Source: an optimization exercise on an open RTL-to-GDS flow (aim: a short achievable clock period and few clock cycles). Production flows keep margins and buffers that such runs may drop.
In this exercise RTL edits were held to simulation tests only and were not proved equivalent to the original.
No activity file was given, so power comes from the tool's default toggle rates.

v19:
Design mipsCore, start of the top module:
module mipsCore (
	input logic clock,
	input logic reset,
	input logic [32-1:0] wbDatR,
	input logic wbAck,
	output logic [32-1:0] wbAdr,
	output logic [32-1:0] wbDatW,
	output logic [3:0] wbSel,
	output logic wbWe,
	output logic wbCyc,
	output logic wbStb,
	output logic halted
);
Size in the first run: roughly 15,000 cells after synthesis, about 6,100 flip-flops, ~110 I/O pins, ~270,000 sq um of cells after synthesis.
clock: 7.0 ns
lec_check: 0
cap_margin: 20
core_margin: 2
core_utilization: 40
setup_slack_margin: 3.5
slew_margin: 20
run.sh (not shown) runs the stock make flow with config.mk's settings and CLKGATE_MAP_FILE= SYNTH_SCRIPT=/design/flow/synth_recipe.tcl, a recipe that flattens the netlist after the stock synthesis.
Testbench counts of v19, summed over its fixed seeds: cycles 25,972.
Setup changes, v19 to v8
--- a/flow/design.v
+++ b/flow/design.v
@@ -201,23 +201,26 @@
 	logic [5:0] pdOp;
 	logic pdJ;
 	logic pdBr;
 	logic [16:0] pdBrT;
 	logic pdPT;
 	logic [9:0] pdTgt;
 	assign pdOp = wbDatR[31:26];
 	assign pdJ = pdOp == 6'h02;
 	assign pdBr = pdOp == 6'h04 || pdOp == 6'h05;
 	assign pdBrT = {6'd0, busA1} + {wbDatR[15], wbDatR[15:0]};
+	logic pdNear;
+	assign pdNear = (wbDatR[15:7] == 9'h000 || wbDatR[15:7] == 9'h1FF) &&
+		busA1[10] == 1'b0 && busA1[9:7] != 3'd0 && busA1[9:7] != 3'd7;
 	assign pdPT = busAdr[31:12] == 20'd0 &&
 		((pdJ && wbDatR[25:10] == 16'd0) ||
-		(pdBr && pdBrT[16:10] == 7'd0 &&
+		(pdBr && pdNear &&
 		(wbDatR[15] || ((wbDatR[25:21] == wbDatR[20:16]) != wbDatR[26]))));
 	assign pdTgt = pdJ ? wbDatR[9:0] : pdBrT[9:0];
 	logic [IW-1:0] fIdx;
 	logic fHitC;
 	logic fHitR;
 	logic fHit;
 	logic [31:0] fWord;
 	logic fPT;
 	logic [9:0] fTgt;
 	logic [31:0] fpc4;
@@ -569,48 +572,56 @@
 	logic pcValid;                     
 	logic [31:0] pcAdr;
 	logic [10:0] pcA1;
 	logic pcTake;
 	logic stopAll;
 	logic pfWant;
 	assign pIdx = ppc[IW+1:2];
 	assign pCacheable = ppc[31:12] == 20'd0;
 	assign pHit = pCacheable && icValid[pIdx] && icTag[pIdx] == ppc[11:IW+2];
 	assign pDist = missQ ? ppc[11:2] - fpcM[11:2] : ppc[11:2] - fpc[11:2];
+	logic pStreamQ;
+	logic pRoomQ;
 	assign pStream = ppc[31:12] == fpcP[31:12] && pDist < KEEP;
 	assign fInFlight = (busStb && busFetch && busAdr[31:2] == fpcP[31:2]) || (pcValid && pcAdr[31:2] == fpcP[31:2]);
 	assign pResync = !pStream || (!missQ && !fHit && !fInFlight && !fpcInFq && ppc != fpcP);   
 	assign pRoom = pDist < WIN + FQ - 3 && fqCount < FQ - 2;
 	assign stopAll = haltReg || (xValid && xBrk) || (dValid && dBrk);
-	assign pfWant = !rsQ && pStream && pRoom && !(pHit && fqEmpty) && (pCacheable || ppc == fpcP) &&
-		!stopAll && (!brkStop || ppc == fpcP);
+	logic ppcAtF;
+	assign ppcAtF = missQ ? ppc[31:2] == fpcM[31:2] : ppc[31:2] == fpc[31:2];
+	assign pfWant = !rsQ && pStreamQ && pRoomQ && !(pHit && fqEmpty) && !stopAll &&
+		((pCacheable && !brkStop) || ppcAtF);
 	assign sbIssue = busFree && sbValid;
 	assign lmIssue = busFree && !sbValid && lmValid && !lmOnBus;
 	assign pfIssue = busFree && !sbValid && !(lmValid && !lmOnBus) && pcValid && !rsQ && !stopAll;
 	assign pcTake = pfWant && (!pcValid || pfIssue);
 	always_ff @(posedge clock) begin
 		if (reset) begin
-			ppc <= 32'h0;
+			ppc <= 32'h0 + 32'd4;
 			brkStop <= 1'b0;
 			rsQ <= 1'b0;
 			pcValid <= 1'b0;
+			pStreamQ <= 1'b1;
+			pRoomQ <= 1'b1;
 		end else begin
 			rsQ <= pResync && !rsQ;
+			pStreamQ <= pStream && pDist < KEEP - 1 && !rsQ;
+			pRoomQ <= pDist < WIN + FQ - 4 && fqCount < FQ - 3 && !rsQ;
 			if (rsQ)
 				pcValid <= 1'b0;
 			else if (pcTake)
 				pcValid <= 1'b1;
 			else if (pfIssue)
 				pcValid <= 1'b0;
 			if (rsQ)
 				ppc <= fpcP;
-			else if (pcTake || (pStream && pHit && fqEmpty && pRoom && !pcValid))
+			else if (pcTake || (pStreamQ && pHit && fqEmpty && pRoomQ && !pcValid))
 				ppc <= ppc + 32'd4;
 			if (rsQ)
 				brkStop <= 1'b0;
 			else if (fillAck && wbDatR[31:26] == 6'h00 && wbDatR[5:0] == 6'h0D)
 				brkStop <= 1'b1;
 		end
 	end
 	always_ff @(posedge clock) begin
 		toFqQ <= busAdr[31:12] == 20'd0 && (fqEmpty ? bAhead : busAdr[31:2] == fqTAdr[31:2]);
 		toCQ <= busAdr[31:12] == 20'd0 && !bAhead;
@@ -673,23 +684,23 @@
 		end
 		if (fillAck) begin
 			fbAdr <= busAdr;
 			fbData <= wbDatR;
 			fbPT <= pdPT;
 			fbTgt <= pdTgt;
 		end
 	end
 	always_ff @(posedge clock) begin
 		if (reset) begin
-			busStb <= 1'b0;
+			busStb <= 1'b1;
 			busWe <= 1'b0;
-			busFetch <= 1'b0;
+			busFetch <= 1'b1;
 			busLoad <= 1'b0;
 		end else if (sbIssue) begin
 			busStb <= 1'b1;
 			busWe <= 1'b1;
 			busFetch <= 1'b0;
 			busLoad <= 1'b0;
 		end else if (lmIssue) begin
 			busStb <= 1'b1;
 			busWe <= 1'b0;
 			busFetch <= 1'b0;
@@ -700,21 +711,25 @@
 			busFetch <= 1'b1;
 			busLoad <= 1'b0;
 		end else if (wbAck) begin
 			busStb <= 1'b0;
 			busWe <= 1'b0;
 			busFetch <= 1'b0;
 			busLoad <= 1'b0;
 		end
 	end
 	always_ff @(posedge clock) begin
-		if (sbIssue) begin
+		if (reset) begin
+			busAdr <= 32'h0;
+			busSel <= 4'b1111;
+			busA1 <= 11'd1;   
+		end else if (sbIssue) begin
 			busAdr <= sbAdr;
 			busSel <= sbSel;
 			busDat <= sbDat;
 		end else if (lmIssue) begin
 			busAdr <= lmAdr;
 			busSel <= lmByte ? (4'b0001 << lmAdr[1:0]) : 4'b1111;
 		end else if (pfIssue) begin
 			busAdr <= pcAdr;
 			busSel <= 4'b1111;
 			busA1 <= pcA1;
Notes after the runs:
v8 vs. v19: count of inverters other than clock inverters in the layout went down by 3. Looking at cell with the biggest individual delay on the critical path, the sky130_fd_sc_hd__or4_1 result is from v8; the sky130_fd_sc_hd__edfxtp_1 one comes from v19. Diff v19..v8 | area share of and/or/nand/nor cells after synthesis | negligible. Changes observed in v8 relative to v19: relative contribution of combinational cells to total power climbed 2.0 points; placer's final routability congestion estimate has increased. Number of antenna violations at the first check in global routing was higher in v19 than in v8. Global-route usage: v19 vs v8, no meaningful difference. Clock network area share: v19 vs v8, no meaningful difference. Relative to v19, v8 improves hold slack. Re I/O pin total: no difference whatsoever between v8 and v19.
Testbench counts of v8, summed over its fixed seeds: cycles 25,981.

---

mipsCore, a different RTL version from the one above (not shown whole).
For scale: about 15,000 cells after synthesis, about 6,100 flip-flops.
// mipsCore
module mipsCore (
	input logic clock,
	input logic reset,
	input logic [32-1:0] wbDatR,
	input logic wbAck,
	output logic [32-1:0] wbAdr,
	output logic [32-1:0] wbDatW,
	output logic [3:0] wbSel,
	output logic wbWe,
	output logic wbCyc,
	output logic wbStb,
	output logic halted
);
Settings: LEC_CHECK=0, CAP_MARGIN=20, CORE_MARGIN=2, CORE_UTILIZATION=40, SETUP_SLACK_MARGIN=3.5, SLEW_MARGIN=20; clock period 7.0 ns.
Testbench counts at the start, summed over its fixed seeds: cycles 25,981.
Edit:
--- a/flow/design.v
+++ b/flow/design.v
@@ -550,53 +550,49 @@
 	assign fillAck = busFetch && wbAck;
 	assign bAhead = bDist >= WIN && bDist < 10'd512;
 	logic toFqQ;
 	logic toCQ;
 	logic drainQ;
 	logic dropQ;
 	assign fillToFq = fillAck && !rsQ && toFqQ;
 	assign fillToC = fillAck && toCQ && !fillToFq;
 	assign fqDrain = !fqEmpty && drainQ && !fillToC;
 	assign fqDrop = !fqEmpty && dropQ;
 	assign fqPop = fqDrain || fqDrop;
 	assign fpcInFq = !fqEmpty && {1'b0, fpcP[11:2] - fqHAdr[11:2]} < {5'd0, fqCount};
-	logic [IW-1:0] pIdx;
 	logic pCacheable;
-	logic pHit;
 	logic [9:0] pDist;
 	logic pStream;
 	logic fInFlight;
 	logic pResync;
 	logic rsQ;
 	logic pRoom;
 	logic pcValid;                     
 	logic [31:0] pcAdr;
 	logic [10:0] pcA1;
 	logic pcTake;
 	logic stopAll;
 	logic pfWant;
-	assign pIdx = ppc[IW+1:2];
 	assign pCacheable = ppc[31:12] == 20'd0;
-	assign pHit = pCacheable && icValid[pIdx] && icTag[pIdx] == ppc[11:IW+2];
 	assign pDist = missQ ? ppc[11:2] - fpcM[11:2] : ppc[11:2] - fpc[11:2];
 	logic pStreamQ;
 	logic pRoomQ;
 	assign pStream = ppc[31:12] == fpcP[31:12] && pDist < KEEP;
 	assign fInFlight = (busStb && busFetch && busAdr[31:2] == fpcP[31:2]) || (pcValid && pcAdr[31:2] == fpcP[31:2]);
 	assign pResync = !pStream || (!missQ && !fHit && !fInFlight && !fpcInFq && ppc != fpcP);   
 	assign pRoom = pDist < WIN + FQ - 3 && fqCount < FQ - 2;
 	assign stopAll = haltReg || (xValid && xBrk) || (dValid && dBrk);
 	logic ppcAtF;
 	assign ppcAtF = missQ ? ppc[31:2] == fpcM[31:2] : ppc[31:2] == fpc[31:2];
-	assign pfWant = !rsQ && pStreamQ && pRoomQ && !(pHit && fqEmpty) && !stopAll &&
+	assign pfWant = !rsQ && pStreamQ && pRoomQ && !stopAll &&
 		((pCacheable && !brkStop) || ppcAtF);
 	assign sbIssue = busFree && sbValid;
 	assign lmIssue = busFree && !sbValid && lmValid && !lmOnBus;
 	assign pfIssue = busFree && !sbValid && !(lmValid && !lmOnBus) && pcValid && !rsQ && !stopAll;
 	assign pcTake = pfWant && (!pcValid || pfIssue);
 	always_ff @(posedge clock) begin
 		if (reset) begin
 			ppc <= 32'h0 + 32'd4;
 			brkStop <= 1'b0;
 			rsQ <= 1'b0;
 			pcValid <= 1'b0;
 			pStreamQ <= 1'b1;
@@ -604,25 +600,25 @@
 		end else begin
 			rsQ <= pResync && !rsQ;
 			pStreamQ <= pStream && pDist < KEEP - 1 && !rsQ;
 			pRoomQ <= pDist < WIN + FQ - 4 && fqCount < FQ - 3 && !rsQ;
 			if (rsQ)
 				pcValid <= 1'b0;
 			else if (pcTake)
 				pcValid <= 1'b1;
 			else if (pfIssue)
 				pcValid <= 1'b0;
 			if (rsQ)
 				ppc <= fpcP;
-			else if (pcTake || (pStreamQ && pHit && fqEmpty && pRoomQ && !pcValid))
+			else if (pcTake)
 				ppc <= ppc + 32'd4;
 			if (rsQ)
 				brkStop <= 1'b0;
 			else if (fillAck && wbDatR[31:26] == 6'h00 && wbDatR[5:0] == 6'h0D)
 				brkStop <= 1'b1;
 		end
 	end
 	always_ff @(posedge clock) begin
 		toFqQ <= busAdr[31:12] == 20'd0 && (fqEmpty ? bAhead : {1'b0, busAdr[11:2]} == fqNext);
 		if (fillToFq)
 			fqNext <= busA1;
 		toCQ <= busAdr[31:12] == 20'd0 && !bAhead;
What happened:
- The changed run passed the timing, design-rule and antenna checks
- wire length hardly moves
- worst hold slack got worse by 29 ps
- via count hardly moves
- critical path depth is higher by 10
- core utilization is higher by 0.15 points
Testbench counts after the change, summed over its fixed seeds: cycles 25,982.

-- afterwards: timing with drivers on the ports --
No port has a modelled driver above. Below, the same layouts with a new extraction and two added sets of constraints.
Step 1: set_driving_cell puts a clkbuf_16 on clock and a buf_2 on each other input, an assumption about the parent block.
Step 2 also shifts input and output timing later by t, the mid clock arrival at the registers, as if the neighbouring blocks saw the same clock.
Three values: ideal ports, drivers, drivers and shift; two values: the first two.
run | t (ns) | slack for setup (ns) | worst data-port slew with drivers (ns)
v19 | 1.214 | 3.236 / 3.051 / 1.837 | 0.61
v8 | 1.245 | 2.863 / 2.863 / 2.132 | 0.38
the first run of note 2 | 1.247 | 3.283 / 3.283 / 2.180 | 0.30
the second run of note 2 | 1.229 | 3.264 / 3.264 / 2.114 | 0.29
After both steps every run listed still meets setup and hold. The setup slack of v19, which loses most, moves by -0.185 ns with the drivers and by -1.399 ns with both steps.
